Source: an optimization exercise on an open RTL-to-GDS flow (aim: small area, a short achievable clock period and few clock cycles). Production flows keep margins and buffers that such runs may drop. Function was checked by simulation only, so behaviour that the tests miss may differ from the original. Power is estimated from default activity; no workload was simulated.

== run H ==
==> flow/design.v (excerpt) <==
module deadlock_detection_safety_check #(
   parameter int NPROC = dds_pkg::NPROC_DEF,
   parameter int NRES  = dds_pkg::NRES_DEF
) (
   input  logic                         clock,
   input  logic                         reset,
   input  logic                         req_valid,
   output logic                         req_ready,
   input  logic [dds_pkg::ACTION_W-1:0] req_action,
   input  logic [dds_pkg::PIDX_W-1:0]   req_process_index,
   input  logic [dds_pkg::RIDX_W-1:0]   req_resource_index,
   input  logic [dds_pkg::UNITS_W-1:0]  req_held_units,
   input  logic [dds_pkg::UNITS_W-1:0]  req_max_units,
   input  logic [dds_pkg::UNITS_W-1:0]  req_free_units,
   output logic                         rsp_valid,
   input  logic                         rsp_ready,
   output logic                         rsp_deadlocked,
   output logic [dds_pkg::MASK_W-1:0]   rsp_blocked_mask,
   output logic [dds_pkg::COUNT_W-1:0]  rsp_finished_count
);
   localparam int UW = dds_pkg::UNITS_W;
   logic                         in_v_ff;
   logic [dds_pkg::ACTION_W-1:0] in_act_ff;
   logic [dds_pkg::PIDX_W-1:0]   in_p_ff;
   logic [dds_pkg::RIDX_W-1:0]   in_r_ff;
   logic [UW-1:0]                in_a_ff;    
   logic [UW-1:0]                in_b_ff;    
   logic [UW-1:0] held_ff [NPROC][NRES];
   logic [UW-1:0] need_ff [NPROC][NRES];
  ...
Size in the first run: ~5600 cells after synthesis, roughly 1300 flip-flops, about 74 I/O pins.
export LEC_CHECK = 0
export ABC_AREA = 1
export CAP_MARGIN = 20
export CORE_MARGIN = 2
export CORE_UTILIZATION = 40
export CTS_CLUSTER_DIAMETER = 60
export CTS_CLUSTER_SIZE = 30
export SETUP_SLACK_MARGIN = 2.7
export SLEW_MARGIN = 20
create_clock -name core_clock -period 5.0 [get_ports {clock}]
run.sh (not shown) runs the stock make flow with config.mk's settings and CLKGATE_MAP_FILE= SYNTH_SCRIPT=/design/flow/synth_recipe.tcl, a recipe that flattens the netlist after the stock synthesis.
Testbench counts of run H, summed over its fixed seeds: cycles 10,902.
Relative to run H, the following input files were edited for run G:
diff --git a/flow/design.v b/flow/design.v
--- a/flow/design.v
+++ b/flow/design.v
@@ -138,15 +138,14 @@
    logic             running_ff;
    logic             ending_ff;     
    logic             pk1_ff;        
    logic             pk2_ff;        
    logic [NPROC-1:0] fin_ff;
    logic [NRES-1:0]  free_we_ff;
    logic [NPROC-1:0] stale_ff;      
-   logic [NPROC-1:0] pref_ff;       
    logic [3:0]       cnt_ff;
    logic                        rsp_valid_ff;    
    logic                        rsp_free_ff;     
    logic                        rsp_dead_ff;
    logic [dds_pkg::MASK_W-1:0]  rsp_mask_ff;
    logic [dds_pkg::COUNT_W-1:0] rsp_count_ff;
    logic             req_fire;
@@ -215,19 +214,17 @@
          cand = fit_ff & ~stale_ff;
       end else begin
          cand = '0;
       end
    end
    always_comb begin
       logic lower;
-      logic [NPROC-1:0] pref;
-      pref  = cand & pref_ff;
       lower = 1'b0;
       for (int p = 0; p < NPROC; p++) begin
-         pick[p] = (pref != '0) ? pref[p] : (cand[p] && !lower);
+         pick[p] = cand[p] && !lower;
          lower   = lower || cand[p];
       end
    end
    assign picking = (cand != '0);
    always_comb begin
       for (int r = 0; r < NRES; r++) begin
          hsel[r] = '0;
@@ -320,15 +317,14 @@
          end
       end
    end
    always_ff @(posedge clock) begin
       if (reset) begin
          in_v_ff      <= 1'b0;
          stale_ff     <= '1;
-         pref_ff      <= '0;
          free_we_ff   <= '0;
          ready_ff     <= 1'b1;
          busy_ff      <= 1'b0;
          running_ff   <= 1'b0;
          ending_ff    <= 1'b0;
          pk1_ff       <= 1'b0;
          pk2_ff       <= 1'b0;
@@ -339,17 +335,14 @@
          in_v_ff    <= nb_v;
          for (int p = 0; p < NPROC; p++) begin
             stale_ff[p] <= running_ff || ld_free || (ld_entry && (in_p_ff == p));
          end
          for (int r = 0; r < NRES; r++) begin
             free_we_ff[r] <= nb_v && (nb_act == 2'd1) && (nb_r == r);
          end
-         for (int p = 0; p < NPROC; p++) begin
-            pref_ff[p] <= nb_v && (nb_act == 2'd0) && (nb_p == p);
-         end
          running_ff <= running_next;
          ending_ff  <= ending_next;
          fin_ff     <= fin_next;
          pk1_ff     <= picking;
          pk2_ff     <= pk1_ff;
          ready_ff    <= ready_next;
          busy_ff     <= !ready_next;
[summary]
- Run H | stages: all done | timing, DRC, antenna: all pass
- Run G: no failed stages, no open violations at the end
- In the reports for run G and run H, the smaller maximum number of pins on one net before global-route repair belongs to run H.
- Run G improves on run H in post-synthesis instance area.
- Comparing run G and run H, the lower core region area was measured on run G.
- Compare run G and run H | final cycle utilization of the critical path lower: run G
- Portion of total power attributed to combinational logic came out lower on run G than on run H.
- Reported for run G and run H, number of enable flip-flop cells after synthesis turned out identical to the last digit.
- Run G: post-placement setup slack 0.27 ns below run H
- Side by side, global routing usage summed across all routing layers turned out lower in run G than in run H.
- Re final area: run G is about 1.1% down on run H.
- The higher first-pass GRT wire length of run G and run H is in run H.
- Summary: total wirelength of the detailed-routed design, run G better than run H
- On sequential cell count, the higher figure sits with run H, not run G.
- Run G against run H: number of cells after detailed placement now sits lower; number of standard cells in the final layout excluding fillers shrank by 151.
Testbench counts of run G, summed over its fixed seeds: cycles 11,124.

* * *

v6:
deadlock_detection_safety_check, a different RTL version from the one above (not shown whole).
For scale: roughly 6200 cells after synthesis, ~1400 flip-flops, roughly 74 I/O pins, roughly 61000 µm² of cells after synthesis.
## deadlock_detection_safety_check
module deadlock_detection_safety_check #(
   parameter int NPROC = dds_pkg::NPROC_DEF,
   parameter int NRES  = dds_pkg::NRES_DEF
) (
   input  logic                         clock,
   input  logic                         reset,
   input  logic                         req_valid,
   output logic                         req_ready,
   input  logic [dds_pkg::ACTION_W-1:0] req_action,
   input  logic [dds_pkg::PIDX_W-1:0]   req_process_index,
   input  logic [dds_pkg::RIDX_W-1:0]   req_resource_index,
   input  logic [dds_pkg::UNITS_W-1:0]  req_held_units,
   input  logic [dds_pkg::UNITS_W-1:0]  req_max_units,
   input  logic [dds_pkg::UNITS_W-1:0]  req_free_units,
   output logic                         rsp_valid,
   input  logic                         rsp_ready,
   output logic                         rsp_deadlocked,
   output logic [dds_pkg::MASK_W-1:0]   rsp_blocked_mask,
   output logic [dds_pkg::COUNT_W-1:0]  rsp_finished_count
);
clock: 5.0 ns
lec_check: 0
abc_area: 1
cap_margin: 20
core_margin: 2
core_utilization: 40
cts_cluster_diameter: 60
cts_cluster_size: 30
setup_slack_margin: 2.7
slew_margin: 20
Testbench counts of v6, summed over its fixed seeds: cycles 10,637.
## Diff of input files: v7 against v6
--- a/flow/design.v
+++ b/flow/design.v
@@ -147,17 +147,16 @@
    logic [NPROC-1:0] fin_ff;
    logic [NRES-1:0]  free_we_ff;    
    logic             wpark_ff;      
    logic             wn_ff;         
    logic             n2park_ff;     
    logic             start_ff;      
    logic [NPROC-1:0] wrow_ff;       
    logic [NRES-1:0]  wcol_ff;       
-   logic [NPROC-1:0] pref_ff;       
    logic [NPROC-1:0] stale_ff;      
    logic [3:0]       cnt_ff;
    logic                        rsp_valid_ff;    
    logic                        rsp_free_ff;     
    logic                        rsp_dead_ff;
    logic [dds_pkg::MASK_W-1:0]  rsp_mask_ff;
    logic [dds_pkg::COUNT_W-1:0] rsp_count_ff;
    logic             req_fire;
@@ -226,21 +225,19 @@
       end else if (start) begin
          cand = fit_ff & ~stale_ff;
       end else begin
          cand = '0;
       end
    end
    always_comb begin
       logic lower;
-      logic [NPROC-1:0] pref;
-      pref  = cand & pref_ff;
       lower = 1'b0;
       for (int p = 0; p < NPROC; p++) begin
-         pick[p] = (pref != '0) ? pref[p] : (cand[p] && !lower);
+         pick[p] = cand[p] && !lower;
          lower   = lower || cand[p];
       end
    end
    assign picking = (cand != '0);
    always_comb begin
       logic one, more;
       one  = 1'b0;
       more = 1'b0;
@@ -363,17 +360,16 @@
          in_v_ff      <= 1'b0;
          pv_ff        <= 1'b0;
          wpark_ff     <= 1'b0;
          wn_ff        <= 1'b0;
          n2park_ff    <= 1'b0;
          start_ff     <= 1'b0;
          wrow_ff      <= '0;
          wcol_ff      <= '0;
-         pref_ff      <= '0;
          stale_ff     <= '1;
          free_we_ff   <= '0;
          ready_ff     <= 1'b1;
          busy_ff      <= 1'b0;
          running_ff   <= 1'b0;
          ending_ff    <= 1'b0;
          pk1_ff       <= 1'b0;
          pk2_ff       <= 1'b0;
@@ -389,19 +385,16 @@
          start_ff   <= start_n;
          for (int p = 0; p < NPROC; p++) begin
             wrow_ff[p]  <= (wpark_n && (pp_n == p)) || (wn_n && (nb_p == p));
             stale_ff[p] <= running_ff || ld_free || wrow_ff[p];
          end
          for (int r = 0; r < NRES; r++) begin
             wcol_ff[r] <= (wpark_n && (pr_n == r)) || (wn_n && (nb_r == r));
          end
-         for (int p = 0; p < NPROC; p++) begin
-            pref_ff[p] <= pv_n ? (pp_n == p) : (nb_v && (nb_act == 2'd0) && (nb_p == p));
-         end
          for (int r = 0; r < NRES; r++) begin
             free_we_ff[r] <= nb_v && (nb_act == 2'd1) && (nb_r == r);
          end
          running_ff <= running_next;
          ending_ff  <= ending_next;
          fin_ff     <= fin_next;
          pk1_ff     <= picking;
          pk2_ff     <= pk1_ff;
Findings:
Wire length after detailed routing on v7 is down relative to v6.
Comparing v6 and v7, the higher total net switching power was measured on v6.
Against v6 as the reference, v7 delivers a lower final core utilization.
The higher standard-cell row count of v6 and v7 is in v6.
Comparing v6 and v7, measured slew at the worst slew-check pin is higher on v7.
Measured against each other, v6 and v7 differ in HPWL after detailed placement, the higher figure coming from v6.
Measured against v7, the instance count of the mapped netlist of v6 comes out at 1.08 times the reference value.
Compared with v6, v7 shows a lower met2 layer wire length in the routed design.
In the tables for v6 and v7, number of gates on the worst path with buffers counted reads lower with v7.
Testbench counts of v7, summed over its fixed seeds: cycles 10,747.

==> what the ideal ports hide <==
In the flow no input, the clock included, has a driving cell. The finished layouts below were timed again as built, in two steps. Step 1, drivers: a clkbuf_16 drives clock and a buf_2 each remaining input, both assumed. Step 2 moves the port delays by t, midway between the first and last clock arrival at a register: inputs arrive t later, outputs are due t later. That takes back most of the time a late clock gives input paths. Slacks: no drivers / after step 1 / after step 2; pairs: no drivers / after step 1.
| run | t (ns) | setup slack, ns | worst setup path after step 2 |
|---|---|---|---|
| run H | 0.780 | 2.558 / 2.558 / 1.983 | input to register |
| run G | 0.817 | 2.665 / 2.601 / 1.952 | input to register |
| v6 | 0.835 | 2.541 / 2.541 / 1.953 | input to register |
| v7 | 0.801 | 2.648 / 2.582 / 1.920 | input to register |
After both steps setup and hold are still met in every run listed. For v7, which loses most, drivers alone change the setup slack by -0.066 ns; drivers and shift together by -0.728 ns.
